This is an optimization exercise on Yosys and OpenROAD, whose aim is small area and a short achievable clock period, not a production implementation. Function was checked by simulation only, so behaviour that the tests miss may differ from the original. The flow treats the clock pin as an ideal source, which a real chip does not have.

## flow/design.v (module list and top-level ports; edited modules follow where they fit)
// module mul_pipe: 2943 lines
module mul_pipe (
    input  logic        clk,
    input  logic        reset_n,
    input  logic        valid_i,
    input  logic [2:0]  funct3_i,
    input  logic [31:0] op1_data_i,
    input  logic [31:0] op2_data_i,
    input  logic [4:0]  rd_i,
    input  logic        ctrl_reg_write_i,
    input  logic        flush_i,
    output logic        valid_result_o,
    output logic [31:0] result_o,
    output logic [4:0]  rd_o,
    output logic        ctrl_reg_write_o,
    output logic        op_ending_o,
    output logic        busy_o,
    output logic        unsupported_o
);
  // ...
==> flow/run.sh <==
#!/bin/bash
# synth_recipe.tcl (not shown) runs the flow's synth.tcl, then flattens the netlist and writes it again
# the make line also repeats each setting of config.mk as NAME=value (left out here)
make -C /OpenROAD-flow-scripts/flow DESIGN_CONFIG=/design/flow/config.mk WORK_HOME=/design/flow/orfs CLKGATE_MAP_FILE= SYNTH_SCRIPT=/design/flow/synth_recipe.tcl finish
==> flow/config.mk <==
export PLATFORM = sky130hd
export DESIGN_NAME = mul_pipe
export DESIGN_NICKNAME = mul_pipe
export VERILOG_FILES = /design/flow/design.v
export SDC_FILE = /design/flow/constraint.sdc
export NUM_CORES = 4
export LEC_CHECK = 0
export ABC_AREA = 1
export CAP_MARGIN = 20
export CORE_MARGIN = 2
export CORE_UTILIZATION = 40
export SETUP_SLACK_MARGIN = 5
export SLEW_MARGIN = 20
==> flow/constraint.sdc <==
create_clock -name core_clock -period 10.0 [get_ports {clk}]
set_input_delay 2.0000 -clock core_clock [delete_from_list [all_inputs] [get_ports {clk}]]
set_output_delay 2.0000 -clock core_clock [all_outputs]
set_load 0.01 [all_outputs]
==> impl_metrics.py, run 1 <==
metrics = {
    "clocking": {
        "cts_tree": "built",
        "numCtsBuffers": 36,
        "cts_buffer_depth": 3,
        "clk_pin_slew_ns": 0.06,
    },
    "finish": {
        "nMultiInputCombCells": 2336,
        "utilization": 0.470,
        "diodes": 1,
        "layout-drive-gt1-share": 0.0956,
    },
    "setup_path": {
        "cp_slowest_cell": "fa_1",
    },
    "drt": {
        "vias": 25856,
        "drcViolationCount": 0,
        "highest_layer": "met5",
        "postRouteAntennaNets": 0,
        "drt_wl_total_um": 111000,
        "wire_per_inst_um": 23.7,
    },
    "timing": {
        "rsz0062_at_grt": "yes",
        "tightest_slew_ns": 0.764,
        "layout_min_cycle_time_ns": 5.06,
    },
    "place": {
        "dpl_cell_area_um2": 33400,
    },
    "global_routing": {
        "antenna_found_initial": 2,
    },
    "yosys": {
        "syn_nets": 4224,
        "synth_area_um2": 31400,
        "avgSynthCellArea_um2": 8.80,
    },
    "floorplanning": {
        "tapCellCount": 1040,
    },
    "outcome": {
        "status": "finished clean",
    },
}
==> inputs of run 2 (changes only) <==
==> flow/flow/run.sh (new file) <==
#!/bin/bash
# Own layout flow: the standard flow with two changes.
#  1. Synthesis: ORFS's synth.tcl, but Yosys's generic ABC pass before adder
#     extraction is skipped and only full adders are extracted, so the
#     design's explicit full adders map to full-adder cells without inverters.
#     The registers are exactly those of the standard synthesis.
#  2. After CTS (POST_CTS_TCL hook), the clock of the internal E1 pipeline
#     registers is delayed (useful skew between internal registers only) and
#     setup and hold are repaired there, since CTS's own repair is skipped.
#  3. Timing repair aims at a shorter period than the constraint (setup margin).
# Each tool's output goes to a log file in the work folder.
set -euo pipefail
W=$PWD
# the modified synthesis script
sed -e 's|synth -top $::env(DESIGN_NAME) -run fine: {\*}$synth_full_args|synth -top $::env(DESIGN_NAME) -run fine: -noabc {*}$synth_full_args|' \
    -e 's|extract_fa {\*}\[dont_use_extract_fa_args\]|extract_fa -fa|' \
    "$FLOW_HOME/scripts/synth.tcl" > "$W/own_synth.tcl"
grep -q -- '-run fine: -noabc' "$W/own_synth.tcl"
grep -q -- 'extract_fa -fa' "$W/own_synth.tcl"
sed -e "s|source \$::env(SCRIPTS_DIR)/synth.tcl|source $W/own_synth.tcl|" synth_recipe.tcl > "$W/own_synth_recipe.tcl"
grep -q "own_synth.tcl" "$W/own_synth_recipe.tcl"
sed -e "s|SYNTH_SCRIPT=[^ ]*|SYNTH_SCRIPT=$W/own_synth_recipe.tcl|" standard.sh > "$W/own_standard.sh"
grep -q "own_synth_recipe.tcl" "$W/own_standard.sh"
# repair aims at a period well below the 10 ns constraint (setup margin)
EXTRA=("SETUP_SLACK_MARGIN=5.5")
if [[ -f "$W/flow/skew.tcl" ]]; then
  EXTRA+=("POST_CTS_TCL=$W/flow/skew.tcl" "SKIP_CTS_REPAIR_TIMING=1")
fi
bash "$W/own_standard.sh" "${EXTRA[@]}" finish > "$W/make_flow.log" 2>&1
test -s "$W/out/final.def"
==> flow/flow/skew.tcl (new file) <==
# POST_CTS hook: delay the clock of the internal E1 registers (useful skew
# between internal register stages: E0 -> E1 gets more time, E1 -> E2 less).
# E1 registers are neither fed by inputs nor drive outputs.
set skew_pattern {^(s1_q|c1_q|ci1_q)(\\?\[|\$)}
set n_dly 2
set dly_master_name sky130_fd_sc_hd__clkdlybuf4s50_1
set buf_master_name sky130_fd_sc_hd__clkbuf_4

set db [ord::get_db]
set block [ord::get_db_block]
set dly_master [$db findMaster $dly_master_name]
set buf_master [$db findMaster $buf_master_name]

array set groups {}
foreach inst [$block getInsts] {
  if { [regexp $skew_pattern [$inst getName]] } {
    set it [$inst findITerm CLK]
    set net [$it getNet]
    lappend groups([$net getName]) $inst
  }
}
set gi 0
foreach netname [lsort [array names groups]] {
  set net [$block findNet $netname]
  set insts $groups($netname)
  # centroid of the group
  set sx 0; set sy 0
  foreach inst $insts {
    set loc [$inst getLocation]
    set sx [expr {$sx + [lindex $loc 0]}]
    set sy [expr {$sy + [lindex $loc 1]}]
  }
  set cx [expr {int($sx / [llength $insts])}]
  set cy [expr {int($sy / [llength $insts])}]
  set prev $net
  for {set i 0} {$i <= $n_dly} {incr i} {
    if { $i < $n_dly } { set m $dly_master } else { set m $buf_master }
    set inst [odb::dbInst_create $block $m "skew_${gi}_$i"]
    $inst setLocation $cx $cy
    $inst setPlacementStatus PLACED
    set out [odb::dbNet_create $block "skewnet_${gi}_$i"]
    $out setSigType CLOCK
    [$inst findITerm A] connect $prev
    [$inst findITerm X] connect $out
    set prev $out
  }
  foreach inst $insts {
    set it [$inst findITerm CLK]
    $it disconnect
    $it connect $prev
  }
  puts "skew: group $gi on $netname: [llength $insts] registers"
  incr gi
}
detailed_placement
estimate_parasitics -placement
report_clock_skew
report_worst_slack -max
report_worst_slack -min
repair_timing -setup -setup_margin 5.5 -verbose
repair_timing -hold -hold_margin 0.05 -verbose
detailed_placement
check_placement -verbose
estimate_parasitics -placement
report_worst_slack -max
report_worst_slack -min
report_checks -path_delay max -group_path_count 3 -format end
==> flow/standard.sh (new file) <==
#!/bin/bash
# synth_recipe.tcl (not shown) runs the flow's synth.tcl, then flattens the netlist and writes it again
# the make line also repeats each setting of config.mk as NAME=value (left out here)
make -C /OpenROAD-flow-scripts/flow DESIGN_CONFIG=/design/flow/config.mk WORK_HOME=/design/flow/orfs CLKGATE_MAP_FILE= SYNTH_SCRIPT=/design/flow/synth_recipe.tcl "${@:-finish}"
removed: flow/run.sh
==> impl_metrics.py, run 2 <==
metrics = {
    "global_routing": {
        "grt_usage": 0.271,
        "grt_max_degree": 63,
        "grt_pass1_vias": 25707,
        "antenna_found_initial": 2,
        "grt_overflow": 0,
        "grt_pass1_wl_um": 158000,
    },
    "yosys": {
        "synth.area.top_cells": "fa_1 (32%), xor2_1 (19%), dfxtp_1 (18%), o22ai_1 (11%), nand2_1 (4.9%)",
        "syn_nets": 3812,
        "synth_fa_ha_area_frac": 0.316,
        "synth_xor_area_frac": 0.188,
        "synth_commonest_cells": "xor2_1 (630), o22ai_1 (512), fa_1 (471)",
        "synth_area_um2": 29800,
        "ys_warn_count": 1,
        "synth.top_cell.area_share": 0.316,
        "synth_simple_gate_area_share": 0.0955,
        "synthDistinctLibCells": 50,
        "syn_inst": 3264,
        "avgSynthCellArea_um2": 9.13,
        "synth-edff-count": 0,
        "synthMostInstantiatedCell": "xor2_1",
        "ys_ff_latch": 281,
        "synth_compound_area_frac": 0.136,
        "ys.flop_type": "dfxtp_1",
        "synth_top_family_by_area": "adder cells",
        "seq_area_frac_synth": 0.190,
        "async_reset_ff_frac": 0.0214,
        "yosys-mux-area-fraction": 0.00529,
        "synth_top_cell_by_area": "fa_1",
    },
    "finish": {
        "regMostFlops": "a_q",
        "syn_to_final_growth_pct": 13.1,
        "diodes": 0,
        "final_cell_mix": "xor2_1 (630), o22ai_1 (506), fa_1 (466)",
        "fin_nets": 3853,
        "final_common_cell": "xor2_1",
        "layout-drive-gt1-share": 0.0850,
        "largest_reg_flops": 33,
    },
    "clocking": {
        "clk_pin_slew_ns": 0.12,
        "cts_tree": "built",
        "clock-sinks": 281,
        "worstSkewPairLatency_ns": 1.71,
    },
    "setup_path": {
        "crit_chain": "buf_4 > inv_1 > o22ai_1 > xor2_1 > fa_1 > fa_1 > fa_1 > fa_1 > fa_1 > fa_1 > nor2_1 > a31oi_1 > dlygate4sd3_1",
        "worstSetupPathType": "reg -> reg",
        "cp_slowest_cell": "dlygate4sd3_1",
        "worstPathMaxFanout": 18,
        "crit_top_cell": "fa_1",
        "critPathMaxStageDelay_ns": 0.62,
        "cp-end-kind": "flip-flop",
        "ff2ff_setup_slack_ns": 5.60,
        "arrival_ns": 5.99,
        "critPathLaunchType": "flip-flop",
        "worst_ep_required_time_ns": 11.60,
    },
    "place": {
        "gp_congestion": 0.968,
        "io_buffers": 118,
        "hpwlAfterDp_um": 73000,
    },
    "timing": {
        "fin_crit_sh": 0.440,
        "final-setup-viol-count": 0,
        "skew_ns": 1.15,
        "tightest_slew_ns": 1.00,
        "slew_headroom": 0.331,
        "fmax_ghz": 0.228,
        "setup-tns-final_ns": 0,
        "hold_viol": 0,
        "rsz0062_at_grt": "no",
        "layout_min_cycle_time_ns": 4.40,
        "holdWs_ns": 0.0743,
        "slew_violations": 0,
    },
    "floorplanning": {
        "die_x_um": 277,
        "start_util": 0.402,
        "die_area_um2": 76700,
        "fp.dieH_um": 277,
        "num_rows": 100,
        "core-area_um2": 74100,
        "num_io_pins": 119,
    },
    "drt": {
        "wire_per_inst_um": 24.5,
        "vias": 24854,
        "drcViolationCount": 0,
        "drt_wl_total_um": 105000,
        "postRouteAntennaNets": 0,
        "vias_per_cell": 5.78,
        "dr.pass1.iters": 5,
        "dr.first_iter.drc_count": 3022,
    },
    "outcome": {
        "status": "finished clean",
    },
    "min_path": {
        "hp-class": "reg -> reg",
    },
    "job": {
        "max_cap_viol_count": 0,
    },
}
run 2: cell types whose count changed in the layout (fill, tap and decap cells not counted), moves of 14 or more:
cell | previous run | this run
buf_12 | 31 | 0
buf_6 | 19 | 0
nand3_1 | 32 | 46
dlygate4sd3_1 | 0 | 29
inv_1 | 625 | 215
bufbuf_16 | 15 | 0
nand2_1 | 340 | 387
nor2_2 | 4 | 19
nor2_1 | 90 | 166
ha_1 | 111 | 0
xor2_1 | 581 | 630
clkdlybuf4s50_1 | 116 | 142
run 2: worst paths after layout:
check                        start        to  cells after the start
max                        a_q[32]   c1_q[2]                     13
min                        a_q[29]  c1_q[30]                      6
max reg2reg                a_q[32]   c1_q[2]                     13
min reg2reg                a_q[29]  c1_q[30]                      6
max in group asynchronous  reset_n   unsup_q                      1
min in group asynchronous  reset_n  vld_q[3]                      1
run 2: through the flow:
stage	instances	worst slack, ns	utilization	area (µm²)
after floorplan	3264	5.38	-	30000
after global placement	4167	4.66	0.429	31800
after detailed placement	4167	4.60	0.429	31800
after global routing	4300	5.50	0.455	33700
final	4300	5.60	0.455	33700
run 2: kinds of logic after synthesis:
logic type / count (synthesis)
XOR/XNOR: 637
adder cells (fa/ha/maj): 471
multiplexers: 14
flip-flops: 281
AND/OR/NAND/NOR: 672
buffers and inverters: 520
AO/OA/AOI/OAI: 669
run 2: final cells by class, clock buffers not listed:
class | instances | area (µm²)
inverters | 254 | 957
flip-flops and latches | 281 | 5670
well taps | 969 | 1210
plain buffers | 39 | 358
repair buffers | 229 | 2080
multi-input cells | 2463 | 22200
clock inverters | 15 | 236
fillers | 7191 | 40300
run 2: worst max-delay path, delay by kind of cell, from the launching register on:
family	cells	cell delay, ns
XOR/XNOR	1	0.22
adder cells (fa/ha/maj)	6	2.83
flip-flops	1	0.30
buffers and inverters	3	1.41
AO/OA/AOI/OAI	2	0.57
AND/OR/NAND/NOR	1	0.05
run 2: per-layer routing:
| layer | global-route usage | wire (µm) |
|---|---|---|
| met1 | 0.345 | 40900 |
| met2 | 0.414 | 46000 |
| met3 | 0.0758 | 11900 |
| met4 | 0.156 | 6470 |
| met5 | 0 | 14 |
==> inputs of run 3 (changes only) <==
--- a/flow/flow/run.sh
+++ b/flow/flow/run.sh
@@ -1,3 +1,3 @@
 #!/bin/bash
-# Own layout flow: the standard flow with two changes.
+# Own layout flow: the standard flow with these changes.
 #  1. Synthesis: ORFS's synth.tcl, but Yosys's generic ABC pass before adder
@@ -9,3 +9,5 @@
 #     setup and hold are repaired there, since CTS's own repair is skipped.
-#  3. Timing repair aims at a shorter period than the constraint (setup margin).
+#  3. Port buffers are the smallest buffer; the clock tree uses clkbuf_8 and
+#     no dummy loads.
+#  4. Timing repair aims at a shorter period than the constraint (setup margin).
 # Each tool's output goes to a log file in the work folder.
@@ -25,2 +27,6 @@
 EXTRA=("SETUP_SLACK_MARGIN=5.5")
+# smallest buffers on the ports (timing repair upsizes where needed), and a
+# clock tree of smaller buffers without dummy loads
+EXTRA+=("BUFFER_PORTS_ARGS=-buffer_cell sky130_fd_sc_hd__buf_1")
+EXTRA+=("CTS_ARGS=-sink_clustering_enable -repair_clock_nets -dont_use_dummy_load -buf_list sky130_fd_sc_hd__clkbuf_8")
 if [[ -f "$W/flow/skew.tcl" ]]; then
==> impl_metrics.py, run 3 <==
metrics = {
    "floorplanning": {
        "fp.dieH_um": 277,
        "die_x_um": 277,
        "start_util": 0.402,
        "core-area_um2": 74100,
        "num_rows": 100,
        "die_area_um2": 76700,
        "num_io_pins": 119,
    },
    "drt": {
        "vias": 24769,
        "postRouteAntennaNets": 0,
        "drcViolationCount": 0,
        "dr.first_iter.drc_count": 2806,
        "dr.pass1.iters": 8,
        "drt_wl_total_um": 105000,
        "wire_per_inst_um": 24.5,
        "vias_per_cell": 5.78,
    },
    "finish": {
        "multi_input_area_um2": 22200,
        "final_cell_mix": "xor2_1 (630), o22ai_1 (506), fa_1 (466)",
        "finalNonFillerCells": 4289,
        "syn_to_final_growth_pct": 8.92,
        "regMostFlops": "a_q",
        "final_common_cell": "xor2_1",
        "seq_area_um2": 5670,
        "layout-drive-gt1-share": 0.0843,
        "diodes": 0,
        "fillers": 7259,
        "largest_reg_flops": 33,
        "fin_nets": 3870,
    },
    "setup_path": {
        "critPathLaunchType": "input port",
        "r2r-end": "ci1_q",
        "worst_ep_required_time_ns": 8.00,
        "ff2ff_setup_slack_ns": 5.63,
        "critPathMaxStageDelay_ns": 0.24,
        "crit_top_cell": "buf_1",
        "worstSetupPathType": "in -> out",
        "worstPathMaxFanout": 7,
        "arrival_ns": 2.45,
        "cp_top_family": "buffers and inverters",
        "path_depth": 3,
        "cp-end-kind": "primary output",
        "cp_slowest_cell": "buf_1",
        "crit_path_end": "op_ending_o",
        "crit_start": "flush_i",
        "path_buf_inv": 2,
        "crit_chain": "buf_1 > nor2_1 > buf_1",
        "r2r_cells": 18,
        "reg2reg_from": "bn_q[0]",
    },
    "place": {
        "place_inst": 4165,
        "io_buffers": 118,
        "hpwlAfterDp_um": 73200,
        "gp_congestion": 0.987,
    },
    "yosys": {
        "seq_area_frac_synth": 0.190,
        "syn_nets": 3812,
        "synth-edff-count": 0,
        "ys_ff_latch": 281,
        "async_reset_ff_frac": 0.0214,
        "syn_inst": 3264,
        "synthMostInstantiatedCell": "xor2_1",
        "avgSynthCellArea_um2": 9.13,
        "synth_area_um2": 29800,
        "synth_commonest_cells": "xor2_1 (630), o22ai_1 (512), fa_1 (471)",
        "synth.top_cell.area_share": 0.316,
        "synth.area.top_cells": "fa_1 (32%), xor2_1 (19%), dfxtp_1 (18%), o22ai_1 (11%), nand2_1 (4.9%)",
        "synth_top_cell_by_area": "fa_1",
        "ys_warn_count": 1,
        "synthDistinctLibCells": 50,
        "ys.flop_type": "dfxtp_1",
    },
    "global_routing": {
        "grt_overflow": 0,
        "grt_max_degree": 78,
        "grt_usage": 0.270,
        "antenna_found_initial": 4,
        "grt_pass1_vias": 25534,
        "grt_pass1_wl_um": 156000,
    },
    "clocking": {
        "cts_tree": "built",
        "clk_pin_slew_ns": 0.06,
        "clock-sinks": 281,
        "worstSkewPairLatency_ns": 1.76,
    },
    "timing": {
        "rsz0062_at_grt": "no",
        "tightest_slew_ns": 1.03,
        "slew_violations": 0,
        "setup-tns-final_ns": 0,
        "layout_min_cycle_time_ns": 4.45,
        "final-setup-viol-count": 0,
        "skew_ns": 1.15,
        "slew_headroom": 0.312,
        "fin_crit_sh": 0.445,
        "fmax_ghz": 0.225,
        "hold_viol": 0,
    },
    "job": {
        "max_cap_viol_count": 0,
    },
    "min_path": {
        "hp-class": "reg -> reg",
        "min_path_cells": 6,
    },
    "outcome": {
        "status": "finished clean",
    },
}
==> run 3: metrics by stage <==
stage	instance area, µm²	hold slack (ns)	utilization	setup WS [ns]
finish	32500	0.0647	0.438	5.55
global route	32500	0.123	0.438	5.50
detailed placement	31000	0.312	0.419	4.59
global placement	31000	0.309	0.419	4.59
floorplan	30000	0.310	-	5.38
==> run 3: worst min path at each step <==
stage                     startpoint        to  slack, ns
after floorplan             rd0_q[0]  rd1_q[0]       0.31
after global placement      rd1_q[0]  rd2_q[0]       0.31
after detailed placement    rd2_q[2]  rd3_q[2]       0.31
after global routing         a_q[29]  c1_q[30]       0.12
final                        a_q[25]  c1_q[26]       0.06
==> run 3: cell type report, clock buffers not listed <==
| class | instances | area share |
|---|---|---|
| plain buffers | 42 | 0.0119 |
| inverters | 254 | 0.0298 |
| well taps | 969 | 0.0373 |
| multi-input cells | 2463 | 0.683 |
| flip-flops and latches | 281 | 0.175 |
| repair buffers | 227 | 0.0413 |
==> run 3: metal layers <==
metal  share of wire  vias to the layer above  global-route usage  wire, µm
met5         0.00028                        -                   0        29
met4           0.066                        4               0.168      6930
met3            0.12                      405              0.0838     12900
met2            0.43                     1665               0.404     45000
met1            0.38                    11938               0.341     40100
li1                -                    10757                   -         -
==> run 3: logic make-up after synthesis <==
kind of cell	count (synthesis)	share of synthesized area
AOI/OAI and AO/OA	669	0.136
DFF	281	0.190
and+or+nand+nor	672	0.0955
buffers and inverters	520	0.0685
adders and majority gates	471	0.316
xor gates and xnor gates	637	0.188
muxes	14	0.00529
==> run 3: worst register-to-register path: stages, from the launching register on <==
cell and delay [ns]:
dfxtp_1 0.30, dlygate4sd3_1 0.55, clkbuf_8 0.34, xor2_1 0.25, fa_1 0.48, fa_1 0.59
fa_1 0.46, fa_2 0.35, fa_1 0.46, fa_1 0.55, nand2_1 0.15, inv_1 0.05
nor2_1 0.12, nand2_1 0.11, nor3_2 0.15, nand3_1 0.14, a21oi_1 0.17, nor2_1 0.06
a21oi_1 0.14

[port drivers added, routing unchanged]
Ports are ideal in the flow. The routed layouts listed here were re-timed in OpenROAD. Step 1 assumes that a clkbuf_16 drives the clock port and a buf_2 every other input. Step 2, shift: input delay + t, output delay - t, t = (earliest + latest rising clock arrival at the registers) / 2. This alone moves slack from input paths to output paths. Slacks: ideal ports / drivers / drivers and shift; pairs: ideal ports / drivers.
| run | shift t [ns] | setup WS [ns] | latest minus earliest clock arrival (ns) | worst slew at a driven data input, ns | pins driven straight from the clock port |
|---|---|---|---|---|---|
| run 1 | 0.639 | 4.935 / 4.935 / 4.935 | 0.050 / 0.051 | 0.06 | 1 |
| run 2 | 1.192 | 5.605 / 5.583 / 5.583 | 1.152 / 1.152 | 0.04 | 1 |
| run 3 | 1.240 | 5.548 / 5.524 / 5.524 | 1.155 / 1.155 | 0.05 | 1 |
In run 2 and run 3 the clock reaches the registers at very different times; t lies between them, and the last value is a rough guide only. For run 3, which loses most, drivers alone change the setup slack by -0.024 ns; drivers and shift together by -0.024 ns.
